What follows belongs to an exercise in optimizing a design on an open flow for small area, a short achievable clock period and few clock cycles per item; a production flow would make more cautious choices. RTL that was checked went through simulation tests only; none was proved equivalent to the original.

Setup of run D:
==> flow/design.v (excerpt) <==
module audio_to_direct_recording_bits (
  input  logic        clk_i,
  input  logic        rst_ni,
  input  logic        psel,
  input  logic        penable,
  input  logic        pwrite,
  input  logic [3:0]  paddr,
  input  logic [31:0] pwdata,
  output logic [31:0] prdata,
  output logic        pready,
  input  logic        in_valid_i,
  output logic        in_ready_o,
  input  logic [7:0]  sample_value_i,
  input  logic        is_last_i,
  output logic        out_valid_o,
  input  logic        out_ready_i,
  output logic [7:0]  packed_byte_o,
  output logic [3:0]  valid_bits_o,
  output logic        final_byte_o,
  output logic [23:0] total_bytes_o,
  output logic        run_clipped_o
);
Settings: LEC_CHECK=0, CAP_MARGIN=20, CORE_MARGIN=2, CORE_UTILIZATION=70, CTS_CLUSTER_DIAMETER=65, CTS_CLUSTER_SIZE=36, SETUP_SLACK_MARGIN=4.6, SLEW_MARGIN=20; clock period 9.0 ns.
standard.sh (not shown) runs the stock make flow with config.mk's settings and CLKGATE_MAP_FILE= SYNTH_SCRIPT=/design/flow/synth_recipe.tcl, a recipe that flattens the netlist after the stock synthesis.
==> flow/flow/run.sh <==
#!/bin/bash
# The standard layout, with plain buffers (not delay buffers) on the ports.
set -euo pipefail
export BUFFER_PORTS_ARGS="-buffer_cell sky130_fd_sc_hd__buf_2"
bash standard.sh > standard.log 2>&1
Testbench counts of run D, summed over its fixed seeds: cycles 20,164, samples 19,200.
[inputs] run E vs run D
Settings: a change of CTS_CLUSTER_DIAMETER from 65 to 60; a change of CTS_CLUSTER_SIZE from 36 to 40.
==> run summary <==
Each of the runs, namely run E and run D, reached the end of the flow and came out clean.
When run E is set beside run D, its global routing met1 resource utilization turns out to be 0.44 points smaller.
Compare run E and run D | cell count lower: run D
Run E against run D: sequential share of layout area has decreased; final cell utilization of the core has increased; upper clock frequency limit has decreased.

---

run A:
audio_to_direct_recording_bits, a different RTL version from the one above (not shown whole).
Size: ~240 flip-flops, ~130 I/O pins.
Design audio_to_direct_recording_bits, start of the top module:
module audio_to_direct_recording_bits (
  input  logic        clk_i,
  input  logic        rst_ni,
  input  logic        psel,
  input  logic        penable,
  input  logic        pwrite,
  input  logic [3:0]  paddr,
  input  logic [31:0] pwdata,
  output logic [31:0] prdata,
  output logic        pready,
  input  logic        in_valid_i,
  output logic        in_ready_o,
  input  logic [7:0]  sample_value_i,
  input  logic        is_last_i,
  output logic        out_valid_o,
  input  logic        out_ready_i,
  output logic [7:0]  packed_byte_o,
  output logic [3:0]  valid_bits_o,
  output logic        final_byte_o,
  output logic [23:0] total_bytes_o,
  output logic        run_clipped_o
);
  localparam logic [8:0]  Q_SAT   = 9'd505;
  localparam logic [23:0] RUN_MAX = 24'hFF_FFFE;   
  logic [7:0]  threshold_q;
  logic        mode_q;
  logic [23:0] period_q;
  logic [15:0] tsb_eff;            
  logic        tsb_zero_q;         
  logic        cfg_wr;
  assign pready  = 1'b1;
  assign cfg_wr  = psel && penable && pwrite;
  always_ff @(posedge clk_i or negedge rst_ni) begin
    if (!rst_ni) begin
      threshold_q <= 8'd127;
      mode_q      <= 1'b0;
      period_q    <= 24'd20317;
      tsb_eff     <= 16'd79;
      tsb_zero_q  <= 1'b0;
    end else if (cfg_wr) begin
      case (paddr[3:2])
        atdrb_pkg::REG_THRESHOLD: threshold_q <= pwdata[7:0];
        atdrb_pkg::REG_MODE:      mode_q      <= pwdata[0];
        atdrb_pkg::REG_PERIOD:    period_q    <= pwdata[23:0];
        atdrb_pkg::REG_TSB: begin
          tsb_eff    <= {pwdata[15:1], pwdata[0] || pwdata[15:0] == 16'd0};
          tsb_zero_q <= pwdata[15:0] == 16'd0;
        end
        default: ;
      endcase
    end
  end
  always_comb begin
    case (paddr[3:2])
      atdrb_pkg::REG_THRESHOLD: prdata = {24'd0, threshold_q};
      atdrb_pkg::REG_MODE:      prdata = {31'd0, mode_q};
      atdrb_pkg::REG_PERIOD:    prdata = {8'd0, period_q};
      atdrb_pkg::REG_TSB:       prdata = {16'd0, tsb_eff[15:1], tsb_eff[0] && !tsb_zero_q};
      default:                  prdata = '0;
    endcase
  end
  logic        dirty_q;
  logic        restore_q;
  logic        post_q;
  logic        rc_q;
  logic [4:0]  rc_cnt_q;
  logic        rc_end;
  logic        div_start;
  logic        div_busy;
  logic        div_done;
  logic [8:0]  step_a;
  logic [23:0] step_b;
  ...
Settings: LEC_CHECK=0, CAP_MARGIN=20, CORE_MARGIN=2, CORE_UTILIZATION=45, CTS_BUF_LIST=sky130_fd_sc_hd__clkbuf_4 sky130_fd_sc_hd__clkbuf_8, CTS_CLUSTER_SIZE=30, SETUP_SLACK_MARGIN=4.6, SLEW_MARGIN=20; clock period 9.0 ns.
run.sh (not shown) runs the stock make flow with config.mk's settings and CLKGATE_MAP_FILE= SYNTH_SCRIPT=/design/flow/synth_recipe.tcl, a recipe that flattens the netlist after the stock synthesis.
Stock flow here: none of the scripts above is used.
Run A completed every stage of the flow, and the final layout passed the timing, DRC and antenna checks.
Testbench counts of run A, summed over its fixed seeds: cycles 20,556, samples 19,200.
## Diff of input files: run B against run A
Settings: SETUP_SLACK_MARGIN: 4.6 -> 5.
The final cell count of run B and that of run A are within noise of each other. Going from run A to run B, global-route wire length before repair +480 µm; met2 track demand over resource ~0 delta; worst hold slack -9.4 ps. Compared to run A, run B has setup slack 71 ps lower. Status | run B and run A | clean. ~same fraction of area in registers in run B and run A.
For run C, these inputs were changed with respect to run B:
Settings: removing CTS_BUF_LIST (formerly sky130_fd_sc_hd__clkbuf_4 sky130_fd_sc_hd__clkbuf_8); setting CTS_CLUSTER_DIAMETER to 80 for the first time; changing SETUP_SLACK_MARGIN from 5 to 4.6; changing CTS_CLUSTER_SIZE from 30 to 40.
==> comparison <==
Run C: done, clean on timing, DRC and antenna
Of run C and run B, it is run C that has the higher worst setup slack.
Post-layout minimum cycle time improves in run C relative to run B.
Run B has higher end-of-flow core utilization than run C.
The global-route wire length before repair of run C falls short of that of run B by 2.3%.
Run B was routed with more vias than run C.

---

== 10-22 ==
audio_to_direct_recording_bits, a different RTL version from the one above (not shown whole).
Size in the first run: roughly 240 flip-flops, about 130 I/O pins.
make LEC_CHECK=0 CAP_MARGIN=20 CORE_MARGIN=2 CORE_UTILIZATION=45 SETUP_SLACK_MARGIN=5 SLEW_MARGIN=20 finish   # period 9.0 ns
--- input diff 10-22..01-23 ---
- SETUP_SLACK_MARGIN changed from 5 to 4
Findings:
Of 01-23 and 10-22, the run reporting the lower global-route wire length before repair was 01-23.
Reg-to-reg setup timing slack: 01-23 vs 10-22 down 0.44 ns
Delta (01-23 minus 10-22): final period utilization saw an increase, synthesized cell count stayed essentially flat, total cell area at the placement stage fell by 0.46%.
Looking only at area added between synthesis and finish, and setting everything else aside, the higher value of 01-23 and 10-22 goes to 10-22.
No functional check of the RTL was part of any run of this note.

---

== v6 ==
audio_to_direct_recording_bits, a different RTL version from the one above (not shown whole).
For scale: ~1600 cells after synthesis, ~16000 um2 of cells after synthesis.
clock: 9.0 ns
lec_check: 0
cap_margin: 20
core_margin: 2
core_utilization: 45
cts_cluster_diameter: 80
cts_cluster_size: 40
setup_slack_margin: 4.6
slew_margin: 20
standard.sh (not shown) runs the stock make flow with config.mk's settings and CLKGATE_MAP_FILE= SYNTH_SCRIPT=/design/flow/synth_recipe.tcl, a recipe that flattens the netlist after the stock synthesis.
==> flow/flow/run.sh <==
#!/bin/bash
# The standard layout, with plain buffers (not delay buffers) on the ports
# and no dummy clock loads.
set -euo pipefail
export BUFFER_PORTS_ARGS="-buffer_cell sky130_fd_sc_hd__buf_1"
export CTS_ARGS="-sink_clustering_enable -repair_clock_nets -sink_clustering_size 40 -sink_clustering_max_diameter 80 -dont_use_dummy_load"
bash standard.sh > standard.log 2>&1
v6: PASS, flow complete, no timing, DRC or antenna violations
Testbench counts of v6, summed over its fixed seeds: cycles 20,164, samples 19,200.
Edits applied to the flow inputs when going from v6 to v7:
- SETUP_SLACK_MARGIN: 4.6 -> 5
==> flow/flow/run.sh <==
#!/bin/bash
# The standard layout, with plain buffers (not delay buffers) on the ports.
set -euo pipefail
export BUFFER_PORTS_ARGS="-buffer_cell sky130_fd_sc_hd__buf_2"
bash standard.sh > standard.log 2>&1
## What came out
- v7 vs. v6: number of buffer and inverter instances along the worst setup path saw a decrease; post-route clock period utilization saw a decrease; cell area after layout saw an increase.
- No stage failed in v7, and the final checks on the layout all came back clean.

---

RTL: one of the versions met above, not the one the previous note started from.
Size in the first run: roughly 130 I/O pins, ~15000 sq um of cells after synthesis.
==> flow/design.v (excerpt) <==
module audio_to_direct_recording_bits (
  input  logic        clk_i,
  input  logic        rst_ni,
  input  logic        psel,
  input  logic        penable,
  input  logic        pwrite,
  input  logic [3:0]  paddr,
  input  logic [31:0] pwdata,
  output logic [31:0] prdata,
  output logic        pready,
  input  logic        in_valid_i,
  output logic        in_ready_o,
  input  logic [7:0]  sample_value_i,
  input  logic        is_last_i,
  output logic        out_valid_o,
  input  logic        out_ready_i,
  output logic [7:0]  packed_byte_o,
  output logic [3:0]  valid_bits_o,
  output logic        final_byte_o,
  output logic [23:0] total_bytes_o,
  output logic        run_clipped_o
);
Settings: LEC_CHECK=0, CAP_MARGIN=20, CORE_MARGIN=2, CORE_UTILIZATION=45, CTS_BUF_LIST=sky130_fd_sc_hd__clkbuf_16, CTS_CLUSTER_DIAMETER=60, CTS_CLUSTER_SIZE=50, SETUP_SLACK_MARGIN=4.6, SLEW_MARGIN=20; clock period 9.0 ns.
run.sh (not shown) runs the stock make flow with config.mk's settings and CLKGATE_MAP_FILE= SYNTH_SCRIPT=/design/flow/synth_recipe.tcl, a recipe that flattens the netlist after the stock synthesis.
Stock flow here: none of the scripts above is used.
The starting point went through all stages and came out clean.
Testbench counts at the start, summed over its fixed seeds: cycles 20,556, samples 19,200.
Rerun with:
Settings changed: CTS_BUF_LIST sky130_fd_sc_hd__clkbuf_16 to default, CTS_CLUSTER_DIAMETER 60 to default, CTS_CLUSTER_SIZE 50 to default, SETUP_SLACK_MARGIN 4.6 to 5.
What happened: The changed run finished clean; synthesized area is unchanged; global-route usage climbs by 0.38 points; via count barely changes; maximum frequency is lower slightly; final area is higher slightly; wire length increases by a few percent; first-iteration DRC count increases slightly; worst setup slack got worse by 0.051 ns.

---

Another version of the RTL of audio_to_direct_recording_bits (not shown whole).
Size: roughly 1400 cells after synthesis, roughly 230 flip-flops, about 130 I/O pins.
clock: 9.0 ns
lec_check: 0
cap_margin: 20
core_margin: 2
core_utilization: 80
cts_cluster_diameter: 60
cts_cluster_size: 36
setup_slack_margin: 4.6
slew_margin: 20
standard.sh (not shown) runs the stock make flow with config.mk's settings and CLKGATE_MAP_FILE= SYNTH_SCRIPT=/design/flow/synth_recipe.tcl, a recipe that flattens the netlist after the stock synthesis.
==> flow/flow/run.sh <==
#!/bin/bash
# The standard layout, with plain buffers (not delay buffers) on the ports.
set -euo pipefail
export BUFFER_PORTS_ARGS="-buffer_cell sky130_fd_sc_hd__buf_2"
bash standard.sh > standard.log 2>&1
Testbench counts at the start, summed over its fixed seeds: cycles 20,164, samples 19,200.
Then changed:
- CORE_UTILIZATION: 80 -> 70
- CTS_CLUSTER_SIZE: 36 -> 40
After rerunning: The new run completed with no timing, DRC or antenna violations. Count of clock-buffer cells in the layout grows by 5. Setup slack improves by 0.28 ns. Register-to-register slack is better by 0.28 ns. Core utilization decreases by 11 points. Worst hold slack is worse by 0.063 ns. Die area went up by 14%. Maximum frequency climbs by 6.5%. Global-route usage goes down by 9.9 points.

---

## maple
audio_to_direct_recording_bits with an RTL version that a note above also has.
Size: ~1600 cells after synthesis, ~240 flip-flops, about 0.016 mm² of cells after synthesis.
clock: 9.0 ns
lec_check: 0
cap_margin: 20
core_margin: 2
core_utilization: 45
cts_cluster_diameter: 80
cts_cluster_size: 40
setup_slack_margin: 4.6
slew_margin: 20
Scripts as last shown in full above: flow/flow/run.sh
Testbench counts of maple, summed over its fixed seeds: cycles 20,164, samples 19,200.
> inputs changed (maple -> cedar)
==> flow/run.sh (new file) <==
#!/bin/bash
# synth_recipe.tcl (not shown) runs the flow's synth.tcl, then flattens the netlist and writes it again
# the make line also repeats each setting of config.mk as NAME=value (left out here)
make -C /OpenROAD-flow-scripts/flow DESIGN_CONFIG=/design/flow/config.mk WORK_HOME=/design/flow/orfs CLKGATE_MAP_FILE= SYNTH_SCRIPT=/design/flow/synth_recipe.tcl finish
removed: flow/flow/run.sh
removed: flow/standard.sh
Notes after the runs:
maple leaves more setup margin than cedar. From maple to cedar the numbers moved as follows: share of the core filled with cells in the final layout saw an increase, proportion of layout cells with a drive suffix above 1 down 3.6 points, met2 layer wire length in the routed design now sits higher, final clock period utilization by the worst path has increased. Wire: cedar routes more than maple. Comparing maple against cedar, there is no change at all in inverter count.

---

lane 1:
RTL: one of the versions met above, not the one the previous note started from.
For scale: ~1700 cells after synthesis, roughly 240 flip-flops, roughly 130 I/O pins, ~16000 sq um of cells after synthesis.
Settings: LEC_CHECK=0, ABC_CLOCK_PERIOD_IN_PS=3000, CAP_MARGIN=20, CORE_MARGIN=2, CORE_UTILIZATION=45, SLEW_MARGIN=20; clock period 9.0 ns.
run.sh (not shown) runs the stock make flow with config.mk's settings and CLKGATE_MAP_FILE= SYNTH_SCRIPT=/design/flow/synth_recipe.tcl, a recipe that flattens the netlist after the stock synthesis.
Stock flow here: none of the scripts above is used.
The final layout from lane 1, which completed every stage, passed the timing, DRC and antenna checks at the end of the flow.
The following lists how lane 2 was set up differently from lane 1:
Settings: ABC_CLOCK_PERIOD_IN_PS no longer set, was 3000.
Notes after the runs:
Both conditions hold for lane 2: the flow ran to the end and the final layout passed the timing, DRC and antenna checks. Re register cell area after layout: no difference whatsoever between lane 1 and lane 2. Minimum clock period after layout: lane 2 vs lane 1 identical. As far as post-route worst hold slack goes, lane 1 and lane 2 are indistinguishable; the numbers are identical.
No functional check of the RTL was part of any run of this note.

---

the previous run:
Another version of the RTL of audio_to_direct_recording_bits (not shown whole).
Size in the first run: ~240 flip-flops, roughly 130 I/O pins, ~0.015 mm^2 of cells after synthesis.
clock: 9.0 ns
lec_check: 0
cap_margin: 20
core_margin: 2
core_utilization: 45
cts_cluster_diameter: 80
cts_cluster_size: 40
setup_slack_margin: 4.6
slew_margin: 20
standard.sh (not shown) runs the stock make flow with config.mk's settings and CLKGATE_MAP_FILE= SYNTH_SCRIPT=/design/flow/synth_recipe.tcl, a recipe that flattens the netlist after the stock synthesis.
==> flow/flow/run.sh <==
#!/bin/bash
# The standard layout, with plain buffers (not delay buffers) on the ports.
set -euo pipefail
export BUFFER_PORTS_ARGS="-buffer_cell sky130_fd_sc_hd__buf_2"
bash standard.sh > standard.log 2>&1
The previous run completed end to end with timing, DRC and antenna clean.
Input changes introduced in the current run (baseline for comparison: the previous run):
--- a/flow/config.mk
+++ b/flow/config.mk
@@ -9,5 +9,5 @@
 export CORE_MARGIN = 2
 export CORE_UTILIZATION = 45
-export CTS_CLUSTER_DIAMETER = 80
+export CTS_CLUSTER_DIAMETER = 60
 export CTS_CLUSTER_SIZE = 40
 export SETUP_SLACK_MARGIN = 4.6
--- outcome ---
Re final critical-path setup slack: the previous run and the current run aren't equal, and the lower value belongs to the current run.
Measured against each other, the previous run and the current run differ in clock-buffer cell count, the lower figure coming from the previous run.
Compare the previous run and the current run | via count of the first global-routing pass higher: the current run
The previous run and the current run ended up with nearly the same flip-flop and latch count.
Between the previous run and the current run, the flow reports global-route wire length before repair increasing slightly.
No functional check of the RTL was part of any run of this note.

-- separate check: timing with driven ports --
No port has a modelled driver above. Below, the same layouts with a new extraction and two added sets of constraints. Step 1 sets driving cells, clkbuf_16 on the clock port and buf_2 on the other inputs (assumed; they add their load-dependent delay and slew). Step 2, shift: input delay + t, output delay - t, t = (earliest + latest rising clock arrival at the registers) / 2. This alone moves slack from input paths to output paths. Three values: ideal, step 1, step 2; two values: the first two.
run | t (ns) | slack for setup (ns) | hold slack, ns | worst slew at a driven data input, ns | pins driven straight from the clock port
run D | 0.561 | 4.619 / 4.493 / 4.493 | 0.462 / 0.462 / 0.462 | 0.12 | 1
run E | 0.559 | 4.601 / 4.463 / 4.463 | 0.440 / 0.440 / 0.440 | 0.14 | 1
run A | 0.596 | 4.566 / 4.502 / 4.502 | 0.428 / 0.428 / 0.428 | 0.06 | 1
run B | 0.597 | 4.495 / 4.456 / 4.456 | 0.419 / 0.419 / 0.419 | 0.10 | 1
run C | 0.557 | 4.544 / 4.488 / 4.488 | 0.436 / 0.436 / 0.436 | 0.06 | 1
10-22 | 0.579 | 4.431 / 4.367 / 4.367 | 0.429 / 0.429 / 0.429 | 0.08 | 1
01-23 | 0.591 | 4.038 / 3.981 / 3.981 | 0.445 / 0.445 / 0.445 | 0.07 | 1
v6 | 0.552 | 4.528 / 4.460 / 4.460 | 0.432 / 0.432 / 0.432 | 0.07 | 1
v7 | 0.560 | 4.636 / 4.412 / 4.412 | 0.436 / 0.436 / 0.436 | 0.23 | 1
the first run of note 5 | 0.595 | 4.547 / 4.492 / 4.492 | 0.436 / 0.436 / 0.436 | 0.06 | 1
the second run of note 5 | 0.594 | 4.496 / 4.457 / 4.457 | 0.422 / 0.422 / 0.422 | 0.10 | 1
the first run of note 6 | 0.551 | 4.347 / 4.347 / 4.347 | 0.503 / 0.503 / 0.503 | 0.15 | 1
the second run of note 6 | 0.545 | 4.630 / 4.518 / 4.463 | 0.440 / 0.440 / 0.440 | 0.11 | 1
maple | 0.564 | 4.636 / 4.435 / 4.435 | 0.449 / 0.449 / 0.449 | 0.20 | 1
cedar | 0.553 | 4.426 / 4.377 / 4.377 | 0.433 / 0.433 / 0.433 | 0.06 | 1
lane 1 | 0.601 | 3.070 / 2.981 / 2.981 | 0.419 / 0.419 / 0.419 | 0.09 | 1
lane 2 | 0.601 | 3.070 / 2.981 / 2.981 | 0.419 / 0.419 / 0.419 | 0.09 | 1
the previous run | 0.565 | 4.643 / 4.521 / 4.521 | 0.459 / 0.459 / 0.459 | 0.12 | 1
the current run | 0.606 | 4.630 / 4.509 / 4.509 | 0.417 / 0.417 / 0.417 | 0.12 | 1
After both steps setup and hold are still met in every run listed. For v7, which loses most, drivers alone change the setup slack by -0.224 ns; drivers and shift together by -0.224 ns.
